What follows belongs to an exercise in optimizing a design on an open flow for small area; a production flow would make more cautious choices. Function not checked in this run: the RTL went through the layout flow alone. Power is estimated from default activity; no workload was simulated.

--- flow/run.sh ---
#!/bin/bash
# synth_recipe.tcl (not shown) runs the flow's synth.tcl, then flattens the netlist and writes it again
# the make line also repeats each setting of config.mk as NAME=value (left out here)
make -C /OpenROAD-flow-scripts/flow DESIGN_CONFIG=/design/flow/config.mk WORK_HOME=/design/flow/orfs CLKGATE_MAP_FILE= SYNTH_SCRIPT=/design/flow/synth_recipe.tcl finish
--- flow/config.mk ---
export PLATFORM = sky130hd
export DESIGN_NAME = video_frontend
export DESIGN_NICKNAME = video_frontend
export VERILOG_FILES = /design/flow/design.v
export SDC_FILE = /design/flow/constraint.sdc
export NUM_CORES = 4
export LEC_CHECK = 0
export CAP_MARGIN = 20
export CORE_MARGIN = 2
export CORE_UTILIZATION = 40
export SLEW_MARGIN = 20
--- flow/constraint.sdc ---
create_clock -name core_clock -period 6.0 [get_ports {PCLK_i}]
set_input_delay 1.2000 -clock core_clock [delete_from_list [all_inputs] [get_ports {PCLK_i}]]
set_output_delay 1.2000 -clock core_clock [all_outputs]
set_load 0.01 [all_outputs]
--- flow/design.v ---
package video_frontend_pkg;
    typedef logic [7:0] pixel_t;
    typedef logic [11:0] hcount_t;
    typedef logic [10:0] vcount_t;
    typedef enum logic {
        CSC_BT601 = 1'b0,
        CSC_BT709 = 1'b1
    } csc_std_e;
endpackage
`timescale 1ns/1ps
module sync_timing_decode (
    input  logic        PCLK_i,
    input  logic        rst_n_i,
    input  logic        hs_i,
    input  logic        vs_i,
    input  logic        hsync_pol_i,
    input  logic        vsync_pol_i,
    input  logic [11:0] h_synclen_i,
    input  logic [11:0] h_backporch_i,
    input  logic [11:0] h_active_i,
    input  logic [10:0] v_synclen_i,
    input  logic [10:0] v_backporch_i,
    input  logic [10:0] v_active_i,
    output logic        hsync_o,
    output logic        vsync_o,
    output logic        de_o,
    output logic [10:0] xpos_o,
    output logic [10:0] ypos_o,
    output logic        frame_change_o,
    output logic [10:0] lines_total_o
);
    logic [11:0] h_cnt;
    logic [10:0] v_cnt;
    logic        hs_np_q;
    logic        vs_np_q;
    logic        vs_pending;
    logic [4:0]  hsync_sr;
    logic [4:0]  vsync_sr;
    logic [4:0]  de_sr;
    logic [10:0] xpos_sr [5];
    logic [10:0] ypos_sr [5];
    wire hs_np       = hs_i ^ ~hsync_pol_i;
    wire vs_np       = vs_i ^ ~vsync_pol_i;
    wire line_start  = hs_np_q & ~hs_np;
    wire vs_fall     = vs_np_q & ~vs_np;
    wire frame_start = line_start & vs_pending;
    wire [11:0] h_inc = h_cnt + 12'd1;
    wire [10:0] v_inc = v_cnt + 11'd1;
    wire [11:0] h_start = h_synclen_i + h_backporch_i;
    wire [12:0] h_diff  = {1'b0, h_cnt} - {1'b0, h_start};
    wire [12:0] h_endc  = {1'b0, h_start} + {1'b0, h_active_i};
    wire        h_in    = ~h_diff[12] & ~h_endc[12] & (h_diff[11:0] < h_active_i);
    wire [10:0] v_start = v_synclen_i + v_backporch_i;
    wire [11:0] v_diff  = {1'b0, v_cnt} - {1'b0, v_start};
    wire [11:0] v_endc  = {1'b0, v_start} + {1'b0, v_active_i};
    wire        v_in    = ~v_diff[11] & ~v_endc[11] & (v_diff[10:0] < v_active_i);
    always_ff @(posedge PCLK_i or negedge rst_n_i) begin
        if (!rst_n_i) begin
            hs_np_q        <= 1'b0;
            vs_np_q        <= 1'b0;
            vs_pending     <= 1'b0;
            h_cnt          <= '0;
            v_cnt          <= '0;
            hsync_sr       <= '1;
            vsync_sr       <= '1;
            de_sr          <= '0;
            frame_change_o <= 1'b0;
            lines_total_o  <= '0;
        end else begin
            hs_np_q        <= hs_np;
            vs_np_q        <= vs_np;
            frame_change_o <= frame_start;
            vs_pending     <= vs_fall | (vs_pending & ~frame_start);
            hsync_sr[4:1]  <= hsync_sr[3:0];
            vsync_sr[4:1]  <= vsync_sr[3:0];
            de_sr          <= {de_sr[3:0], h_in & v_in};
            if (line_start) begin
                h_cnt       <= '0;
                hsync_sr[0] <= 1'b0;
                if (vs_pending) begin
                    v_cnt         <= 11'd1;
                    lines_total_o <= v_cnt;
                    vsync_sr[0]   <= 1'b0;
                end else begin
                    v_cnt <= v_inc;
                    if (v_inc == v_synclen_i)
                        vsync_sr[0] <= 1'b1;
                end
            end else begin
                h_cnt <= h_inc;
                if (h_inc == h_synclen_i)
                    hsync_sr[0] <= 1'b1;
            end
        end
    end
    always_ff @(posedge PCLK_i) begin
        xpos_sr[0] <= h_diff[10:0];
        ypos_sr[0] <= v_diff[10:0];
        for (int i = 1; i < 5; i++) begin
            xpos_sr[i] <= xpos_sr[i-1];
            ypos_sr[i] <= ypos_sr[i-1];
        end
    end
    assign hsync_o = hsync_sr[4];
    assign vsync_o = vsync_sr[4];
    assign de_o    = de_sr[4];
    assign xpos_o  = xpos_sr[4];
    assign ypos_o  = ypos_sr[4];
endmodule
`timescale 1ns/1ps
module csc_comb (
    input  logic [7:0] r,
    input  logic [7:0] y,
    input  logic [7:0] b,
    input  logic       std,
    output logic [7:0] r_o,
    output logic [7:0] g_o,
    output logic [7:0] b_o
);
    wire [23:0] R_sum =
        {2'b0, y, 14'b0}
      + {1'b0, 1'b0, 1'b0, r[7], r[6], r[5], r[4], r[3], r[2], r[1], r[0], 1'b0, 1'b0, 1'b0, 1'b0, 1'b0, 1'b0, 1'b0, 1'b0, 1'b0, 1'b0, 1'b0, 1'b0, 1'b0}
      + {1'b0, 1'b0, r[7], r[6], r[5], r[4], r[3], r[2], r[1], r[0], 1'b0, 1'b0, 1'b0, 1'b0, 1'b0, 1'b0, 1'b0, 1'b0, 1'b0, 1'b0, 1'b0, 1'b0, 1'b0, 1'b0}
      + {1'b0, 1'b0, 1'b0, 1'b0, 1'b0, 1'b0, 1'b0, 1'b0, 1'b0, 1'b0, 1'b0, 1'b0, 1'b0, (~std & r[7]), (~std & r[6]), (~std & r[5]), (std ? r[7] : r[4]), (std ? r[6] : r[3]), 1'b0, 1'b0, 1'b0, 1'b0, 1'b0, 1'b0}
      + {1'b0, 1'b0, 1'b0, 1'b0, 1'b0, 1'b0, 1'b0, 1'b0, 1'b0, 1'b0, (~std & ~r[7]), (~std & ~r[6]), (~std & ~r[5]), (~std & ~r[4]), (std ? ~r[7] : ~r[3]), (std ? ~r[6] : ~r[2]), (std ? ~r[5] : ~r[1]), (std ? ~r[4] : ~r[0]), 1'b0, 1'b0, 1'b0, 1'b0, 1'b0, 1'b0}
      + {1'b0, 1'b0, 1'b0, 1'b0, 1'b0, 1'b0, 1'b0, (~std & ~r[7]), (~std & ~r[6]), (std ? r[7] : ~r[5]), (std ? r[6] : ~r[4]), (std ? r[5] : ~r[3]), (std ? r[4] : ~r[2]), (std ? r[3] : ~r[1]), (std ? r[2] : ~r[0]), (std & r[1]), (std & r[0]), 1'b0, 1'b0, 1'b0, 1'b0, 1'b0, 1'b0, 1'b0}
      + {1'b0, 1'b0, 1'b0, 1'b0, 1'b0, 1'b0, (std ? r[7] : ~r[7]), (std ? r[6] : ~r[6]), (std ? r[5] : ~r[5]), (std ? r[4] : ~r[4]), (std ? r[3] : ~r[3]), (std ? r[2] : ~r[2]), (std ? r[1] : ~r[1]), (std ? r[0] : ~r[0]), 1'b0, 1'b0, 1'b0, 1'b0, 1'b0, 1'b0, 1'b0, 1'b0, 1'b0, 1'b0}
      + (std ? 24'd13483456 : 24'd13427264);
    wire [9:0] R_s = R_sum[23:14];
    wire [11:0] G0_lo =
        {3'b0, {~r[4], ~r[3], ~r[2], ~r[1], ~r[0], 1'b0, 1'b0, 1'b0, 1'b0}}
      + {3'b0, {r[0], 1'b0, 1'b0, 1'b0, 1'b0, 1'b0, 1'b0, 1'b0, 1'b0}}
      + {3'b0, {1'b0, 1'b0, (~std & ~r[7]), (std ? ~r[7] : ~r[6]), (std ? ~r[6] : ~r[5]), (std ? ~r[5] : ~r[4]), (std ? ~r[4] : ~r[3]), (std ? ~r[3] : ~r[2]), (std ? ~r[2] : ~r[1])}}
      + {3'b0, {(~std & ~r[7]), (std ? ~r[7] : ~r[6]), (std ? ~r[6] : ~r[5]), (std ? ~r[5] : ~r[4]), (std ? ~r[4] : ~r[3]), (std ? ~r[3] : ~r[2]), (std ? ~r[2] : ~r[1]), (std ? ~r[1] : ~r[0]), (std & ~r[0])}}
      + {3'b0, {(~std & r[1]), (~std & r[0]), 1'b0, 1'b0, 1'b0, 1'b0, 1'b0, 1'b0, 1'b0}}
      + (std ? 12'd371 : 12'd211);
    wire [11:0] G1_lo =
        {3'b0, {b[1], b[0], 1'b0, 1'b0, 1'b0, 1'b0, 1'b0, 1'b0, 1'b0}}
      + {3'b0, {1'b0, 1'b0, 1'b0, 1'b0, 1'b0, 1'b0, (std & ~b[7]), (std & ~b[6]), (std ? ~b[5] : b[7])}}
      + {3'b0, {(~std & b[4]), (~std & b[3]), (~std & b[2]), (std ? ~b[7] : b[1]), (std ? ~b[6] : b[0]), (std & ~b[5]), (std & ~b[4]), (std & ~b[3]), (std & ~b[2])}}
      + {3'b0, {(std ? ~b[3] : b[3]), (std ? ~b[2] : b[2]), (std ? ~b[1] : b[1]), (std ? ~b[0] : b[0]), 1'b0, 1'b0, 1'b0, 1'b0, 1'b0}}
      + (std ? 12'd510 : 12'd511);
    wire [9:0] G_s = {2'b0, y} - (
          {1'b0, 1'b0, 1'b0, 1'b0, 1'b0, 1'b0, 1'b0, ~r[7], ~r[6], ~r[5]}
        + {1'b0, 1'b0, 1'b0, r[7], r[6], r[5], r[4], r[3], r[2], r[1]}
        + {1'b0, 1'b0, 1'b0, 1'b0, 1'b0, 1'b0, 1'b0, 1'b0, 1'b0, 1'b0}
        + {1'b0, 1'b0, 1'b0, 1'b0, 1'b0, 1'b0, 1'b0, 1'b0, 1'b0, 1'b0}
        + {1'b0, 1'b0, 1'b0, 1'b0, (~std & r[7]), (~std & r[6]), (~std & r[5]), (~std & r[4]), (~std & r[3]), (~std & r[2])}
        + (std ? 10'd955 : 10'd923)
        + {7'b0, G0_lo[11:9]}
        + {1'b0, 1'b0, 1'b0, 1'b0, b[7], b[6], b[5], b[4], b[3], b[2]}
        + {1'b0, 1'b0, 1'b0, 1'b0, 1'b0, 1'b0, 1'b0, 1'b0, 1'b0, 1'b0}
        + {1'b0, 1'b0, 1'b0, 1'b0, 1'b0, 1'b0, 1'b0, (~std & b[7]), (~std & b[6]), (~std & b[5])}
        + {1'b0, 1'b0, 1'b0, 1'b0, 1'b0, 1'b0, (std ? ~b[7] : b[7]), (std ? ~b[6] : b[6]), (std ? ~b[5] : b[5]), (std ? ~b[4] : b[4])}
        + (std ? 10'd983 : 10'd979)
        + {7'b0, G1_lo[11:9]});
    wire [22:0] B_sum =
        {2'b0, y, 13'b0}
      + {1'b0, b[7], b[6], b[5], b[4], b[3], b[2], b[1], b[0], 1'b0, 1'b0, 1'b0, 1'b0, 1'b0, 1'b0, 1'b0, 1'b0, 1'b0, 1'b0, 1'b0, 1'b0, 1'b0, 1'b0}
      + {1'b0, 1'b0, 1'b0, 1'b0, 1'b0, 1'b0, 1'b0, 1'b0, 1'b0, 1'b0, 1'b0, 1'b0, 1'b0, (~std & ~b[7]), (~std & ~b[6]), (std ? b[7] : ~b[5]), (std ? b[6] : ~b[4]), (std ? b[5] : ~b[3]), 1'b0, 1'b0, 1'b0, 1'b0, 1'b0}
      + {1'b0, 1'b0, 1'b0, 1'b0, 1'b0, 1'b0, 1'b0, 1'b0, 1'b0, (~std & b[7]), (std ? ~b[7] : b[6]), (std ? ~b[6] : b[5]), (std ? ~b[5] : b[4]), (std ? ~b[4] : b[3]), (std ? ~b[3] : b[2]), (std ? ~b[2] : b[1]), (std ? ~b[1] : b[0]), (std & ~b[0]), 1'b0, 1'b0, 1'b0, 1'b0, 1'b0}
      + {1'b0, 1'b0, 1'b0, 1'b0, 1'b0, 1'b0, 1'b0, 1'b0, (std ? ~b[7] : b[7]), (std ? ~b[6] : b[6]), (std ? ~b[5] : b[5]), (std ? ~b[4] : b[4]), (std ? ~b[3] : b[3]), (std ? ~b[2] : b[2]), (std ? ~b[1] : b[1]), (std ? ~b[0] : b[0]), 1'b0, 1'b0, 1'b0, 1'b0, 1'b0, 1'b0, 1'b0}
      + {1'b0, 1'b0, 1'b0, 1'b0, (~std & ~b[7]), (std ? ~b[7] : ~b[6]), (std ? ~b[6] : ~b[5]), (std ? ~b[5] : ~b[4]), (std ? ~b[4] : ~b[3]), (std ? ~b[3] : ~b[2]), (std ? ~b[2] : ~b[1]), (std ? ~b[1] : ~b[0]), (std & ~b[0]), 1'b0, 1'b0, 1'b0, 1'b0, 1'b0, 1'b0, 1'b0, 1'b0, 1'b0, 1'b0}
      + (std ? 23'd6140960 : 23'd6006304);
    wire [9:0] B_s = B_sum[22:13];
    function automatic logic [7:0] clamp_sum(input logic [9:0] s);
        if (s[9])
            clamp_sum = 8'h00;
        else if (s[8])
            clamp_sum = 8'hFF;
        else
            clamp_sum = s[7:0];
    endfunction
    assign r_o = clamp_sum(R_s);
    assign g_o = clamp_sum(G_s);
    assign b_o = clamp_sum(B_s);
endmodule
module csc_execute (
    input  logic       PCLK_i,
    input  logic [7:0] r_i,
    input  logic [7:0] g_i,
    input  logic [7:0] b_i,
    input  logic       csc_enable_i,
    input  logic       csc_std_i,
    output logic [7:0] r_o,
    output logic [7:0] g_o,
    output logic [7:0] b_o
);
    logic [7:0]  r_s1, g_s1, b_s1;
    logic        en_s1, std_s1;
    logic [7:0]  r_c, g_c, b_c;
    logic [23:0] px_sr [4];
    csc_comb csc_comb_inst (
        .r(r_s1), .y(g_s1), .b(b_s1), .std(std_s1),
        .r_o(r_c), .g_o(g_c), .b_o(b_c)
    );
    always_ff @(posedge PCLK_i) begin
        {r_s1, g_s1, b_s1, en_s1, std_s1} <= {r_i, g_i, b_i, csc_enable_i, csc_std_i};
        px_sr[0] <= en_s1 ? {r_c, g_c, b_c} : {r_s1, g_s1, b_s1};
        for (int i = 1; i < 4; i++)
            px_sr[i] <= px_sr[i-1];
    end
    assign {r_o, g_o, b_o} = px_sr[3];
endmodule
`timescale 1ns/1ps
module video_frontend (
    input  logic         PCLK_i,
    input  logic         rst_n_i,
    input  logic [7:0]   r_i,
    input  logic [7:0]   g_i,
    input  logic [7:0]   b_i,
    input  logic         hs_i,
    input  logic         vs_i,
    input  logic         hsync_pol_i,
    input  logic         vsync_pol_i,
    input  logic         csc_enable_i,
    input  logic         csc_std_i,
    input  logic [11:0]  h_total_i,
    input  logic [11:0]  h_active_i,
    input  logic [11:0]  h_synclen_i,
    input  logic [11:0]  h_backporch_i,
    input  logic [10:0]  v_active_i,
    input  logic [10:0]  v_synclen_i,
    input  logic [10:0]  v_backporch_i,
    output logic [7:0]   r_o,
    output logic [7:0]   g_o,
    output logic [7:0]   b_o,
    output logic         hsync_o,
    output logic         vsync_o,
    output logic         de_o,
    output logic [10:0]  xpos_o,
    output logic [10:0]  ypos_o,
    output logic [10:0]  lines_total_o,
    output logic         frame_change_o
);
    sync_timing_decode sync_timing_decode_inst (
        .PCLK_i         (PCLK_i),
        .rst_n_i        (rst_n_i),
        .hs_i           (hs_i),
        .vs_i           (vs_i),
        .hsync_pol_i    (hsync_pol_i),
        .vsync_pol_i    (vsync_pol_i),
        .h_synclen_i    (h_synclen_i),
        .h_backporch_i  (h_backporch_i),
        .h_active_i     (h_active_i),
        .v_synclen_i    (v_synclen_i),
        .v_backporch_i  (v_backporch_i),
        .v_active_i     (v_active_i),
        .hsync_o        (hsync_o),
        .vsync_o        (vsync_o),
        .de_o           (de_o),
        .xpos_o         (xpos_o),
        .ypos_o         (ypos_o),
        .frame_change_o (frame_change_o),
        .lines_total_o  (lines_total_o)
    );
    csc_execute csc_execute_inst (
        .PCLK_i       (PCLK_i),
        .r_i          (r_i),
        .g_i          (g_i),
        .b_i          (b_i),
        .csc_enable_i (csc_enable_i),
        .csc_std_i    (csc_std_i),
        .r_o          (r_o),
        .g_o          (g_o),
        .b_o          (b_o)
    );
endmodule
==> results.tsv <==
stage	metric	value	unit
worst_setup_path	Worst Path Required	6.43	ns
layout	FF/Latch Area	5990	µm²
cts	Root Driver	clkbuf_16	
sta	Final setup viols	8	
run	max_cap viols	0	
sta	fin crit period	7.31	ns
floorplanning	die area	42200	µm²
layout	ANT cells	0	
power_and_ir_drop	switching share of power	0.365	
floorplanning	Core ar.	39900	µm²
routing	DR WL/cell	14.9	µm
routing	DRC Markers	0	
grt	GRT Total Usage	0.177	
floorplanning	IO Pins	174	
worst_setup_path	Setup CP Type	reg2reg	
placed_design	Inst Count DP	2382	
floorplanning	die extent in y	205	µm
synth	register bit count reported by yosys	285	
sta	final hold vios	0	
worst_setup_path	Max FO, Critical Path	6	
synth	dominant synthesized flop cell	dfxtp_1	
power_and_ir_drop	Final Power	10.2	mW
sta	Final Cycle Share	1.22	
cts	CTS tree	done	
status	status	complete, but fails checks	
floorplanning	Initial Util	0.407	
cts	clock sinks	285	
routing	Detail Route Antenna Nets	0	
routing	vias per cell	4.74	
layout	area of the multi-input gates	9450	µm²
floorplanning	die width	205	µm
power_and_ir_drop	LEAKAGE	10.2	nW
cts	clock tree buffer depth	3	
sta	FMAX	137	MHz
synth	Synth Instances	1563	
routing	vias after detailed routing	11600	
worst_setup_path	Slowest cell on crit path	fa_1	
worst_setup_path	Worst setup EP type	flop	
placed_design	port bufs	161	
routing	DRT Pass-1 Iters	7	
layout	share of cells above drive strength 1	0.149	
sta	worst clock skew	0.0103	ns
synth	Avg Cell Area, Syn	10.4	µm²
power_and_ir_drop	Gate power share	0.534	
hold_path	worst hold path class	reg2reg	
cts	CTS Buf Count	31	
power_and_ir_drop	worst vdd ir	0.577	mV
sta	Max-Slew Margin vs Limit	0.535	
layout	most common cell after layout, fill and taps aside	ha_1	
power_and_ir_drop	Clock power frac	0.194	
layout	most frequent cells in the layout	271 x ha_1, 231 x inv_1, 230 x dfxtp_1, 160 x clkdlybuf4s50_1, 155 x buf_4	
routing	DRT iter0 DRCs	397	
routing	Routed WL	36400	µm
grt	GR Overflow Total	0	
worst_setup_path	Most common cell on crit path	fa_1	
grt	largest net degree at the start of global routing	54	
synth	Syn. warnings	6	
synth	syn_nets	2031	
layout	fin cells	2445	
placed_design	GPL Wtd Cong	0.883	
power_and_ir_drop	Pwr Density	486	nW/µm²
sta	Worst Tran Pin Value	0.698	ns
cts	H-tree levels	1	
grt	first-pass GRT wire length	59100	µm
power_and_ir_drop	NetSw	3.71	mW
worst_setup_path	Worst Path Arrival	7.74	ns
layout	Post-layout nets	2365	
floorplanning	Std-Cell Rows	73	
cts	Post-CTS Hold Fix Bufs	0	
power_and_ir_drop	Sequential Power Share	0.273	
synth	area of the mapped netlist	16200	µm²
power_and_ir_drop	Internal	6.45	mW
sta	Slew Limit Fails	0	
worst_setup_path	largest stage delay on the critical path	0.55	ns
status	layout check faults	negative setup slack	
synth	sequential-to-total area share from yosys stat	0.369	
worst_setup_path	Worst Setup Start Kind	flop	
sta	setup TNS	-10.38	ns
synth	EDFF count, synth	0	
synth	Yosys cell types	68	
cts	Skew-Pair Late Insertion Delay	0.58	ns
cts	Reg clk slew, reported paths	0.06	ns
synth	asr flop ratio synth	0.186	
grt	initial antenna violation count	1	
sta	RSZ-0062 raised after global routing	true	
sta	Setup WS post-layout	-1.31	ns
layout	Area Overhead vs Synth	28.7	%
layout	# fillers	3551	
placed_design	detailed placer's ending HPWL	29400	µm
grt	vias in the first global route	12100	
-- layer usage --
layer | GRT usage | vias to the layer above | wire length [µm]
li1 | - | 5910 | -
met1 | 0.220 | 5386 | 16200
met2 | 0.308 | 224 | 17200
met3 | 0.0318 | 64 | 1820
met4 | 0.0622 | 2 | 1150
met5 | 0 | - | 17
-- worst max-delay path, delay by kind of cell (launching register included) --
family                     cells  cell delay [ns]
AOI/OAI and AO/OA              9             1.43
xor gates and xnor gates       1             0.10
buffers and inverters          6             0.43
adders and majority gates     10             4.08
DFF                            1             0.38
and+or+nand+nor                4             0.73
-- layout make-up --
class,count,area share
clock buffers,41,0.0444
clock inverters,15,0.00737
inverters,236,0.0425
multi-input cells,1022,0.452
flip-flops and latches,285,0.287
well taps,525,0.0314
repair buffers,321,0.135
-- logic make-up (layout without fill, tap and decap cells) --
group | count (synthesis) | in the layout | share of synthesized area
buffers and inverters | 256 | 613 | 0.0602
multiplexers | 18 | 18 | 0.0120
AO/OA/AOI/OAI | 293 | 293 | 0.113
XOR/XNOR | 121 | 121 | 0.0658
flip-flops | 285 | 285 | 0.369
adder cells (fa/ha/maj) | 355 | 355 | 0.311
AND/OR/NAND/NOR | 235 | 235 | 0.0698
-- power groups by stage --
stage	sequential (mW)	clock, mW	combinational (mW)
finish	2.77	1.97	5.42
global route	2.84	2.11	6.14
CTS	2.79	2.03	5.14
detailed placement	2.82	0	5.03
global placement	2.80	0	4.93
floorplan	2.82	0	3.32
-- path summary, 6_finish.rpt --
kind	from	to	slack, ns	depth (start not counted)
hold reg to reg	csc_execute_inst.px_sr[1][18]	csc_execute_inst.px_sr[2][18]	0.32	0
setup reg to reg	csc_execute_inst.std_s1	csc_execute_inst.px_sr[0][12]	-1.31	30
hold / removal	csc_execute_inst.px_sr[1][18]	csc_execute_inst.px_sr[2][18]	0.32	0
setup / recovery	csc_execute_inst.std_s1	csc_execute_inst.px_sr[0][12]	-1.31	30
max in group asynchronous	rst_n_i	sync_timing_decode_inst.de_sr[4]	4.79	2
min in group asynchronous	rst_n_i	sync_timing_decode_inst.h_cnt[0]	0.75	2
-- cells in the mapped netlist (18+ instances only) --
| cell | number | area [µm²] |
|---|---|---|
| fa_1 | 80 | 1600 |
| xnor2_1 | 70 | 613 |
| nand3_1 | 18 | 90.1 |
| nor2_1 | 73 | 274 |
| ha_1 | 275 | 3440 |
| inv_1 | 236 | 886 |
| o21ai_0 | 85 | 425 |
| a21oi_1 | 74 | 370 |
| dfxtp_1 | 232 | 4640 |
| a21o_1 | 34 | 255 |
| dfrtp_1 | 43 | 1080 |
| xor2_1 | 50 | 438 |
| nand2_1 | 60 | 225 |
-- per-stage QoR --
step	area, µm²	hold slack, ns	setup slack, ns	util
after floorplan	16300	0.310	-1.31	-
after global placement	19600	0.310	-1.28	0.491
after detailed placement	19600	0.312	-1.47	0.491
after CTS	20800	0.321	-1.32	0.522
after global routing	20900	0.326	-1.62	0.523
final	20900	0.321	-1.31	0.523
-- registers in the layout, indices dropped and copies added (netlist names) --
signal / cells
csc_execute_inst.px_sr: 96
sync_timing_decode_inst.ypos_sr: 55
sync_timing_decode_inst.frame_change_o: 1
csc_execute_inst.std_s1: 1
csc_execute_inst.en_s1: 1
sync_timing_decode_inst.h_cnt: 12
sync_timing_decode_inst.xpos_sr: 55
sync_timing_decode_inst.vsync_sr: 5
csc_execute_inst.r_s1: 8
csc_execute_inst.b_s1: 8
sync_timing_decode_inst.vs_np_q: 1
sync_timing_decode_inst.v_cnt: 11
csc_execute_inst.g_s1: 8
sync_timing_decode_inst.vs_pending: 1
sync_timing_decode_inst.hs_np_q: 1
sync_timing_decode_inst.lines_total_o: 11
sync_timing_decode_inst.hsync_sr: 5
sync_timing_decode_inst.de_sr: 5
-- timing repair --
action	4_1_cts	5_1_grt
buffers inserted	7	1
setup endpoints to repair	8	9
gates resized for setup	23	20
pin swaps	7	24

-- separate check: timing with driven ports --
The results above use ideal ports. As a check the final layout listed here was re-extracted and re-timed, cells and wires unchanged. Step 1: set_driving_cell puts a clkbuf_16 on PCLK_i and a buf_2 on each other input, an assumption about the parent block. Step 2 times the ports against the registers' clock, not the clock port: input delays grow and output delays shrink by t, the midpoint of the rising clock arrivals with the driver on. Slacks: no drivers / after step 1 / after step 2; pairs: no drivers / after step 1.
shift t [ns]: 0.631
setup WS [ns]: -1.314 / -1.314 / -1.314
worst setup path after step 2: register to register
worst slew at a driven data input, ns: 0.08
For this run, drivers alone change the setup slack by 0.000 ns; drivers and shift together by 0.000 ns.
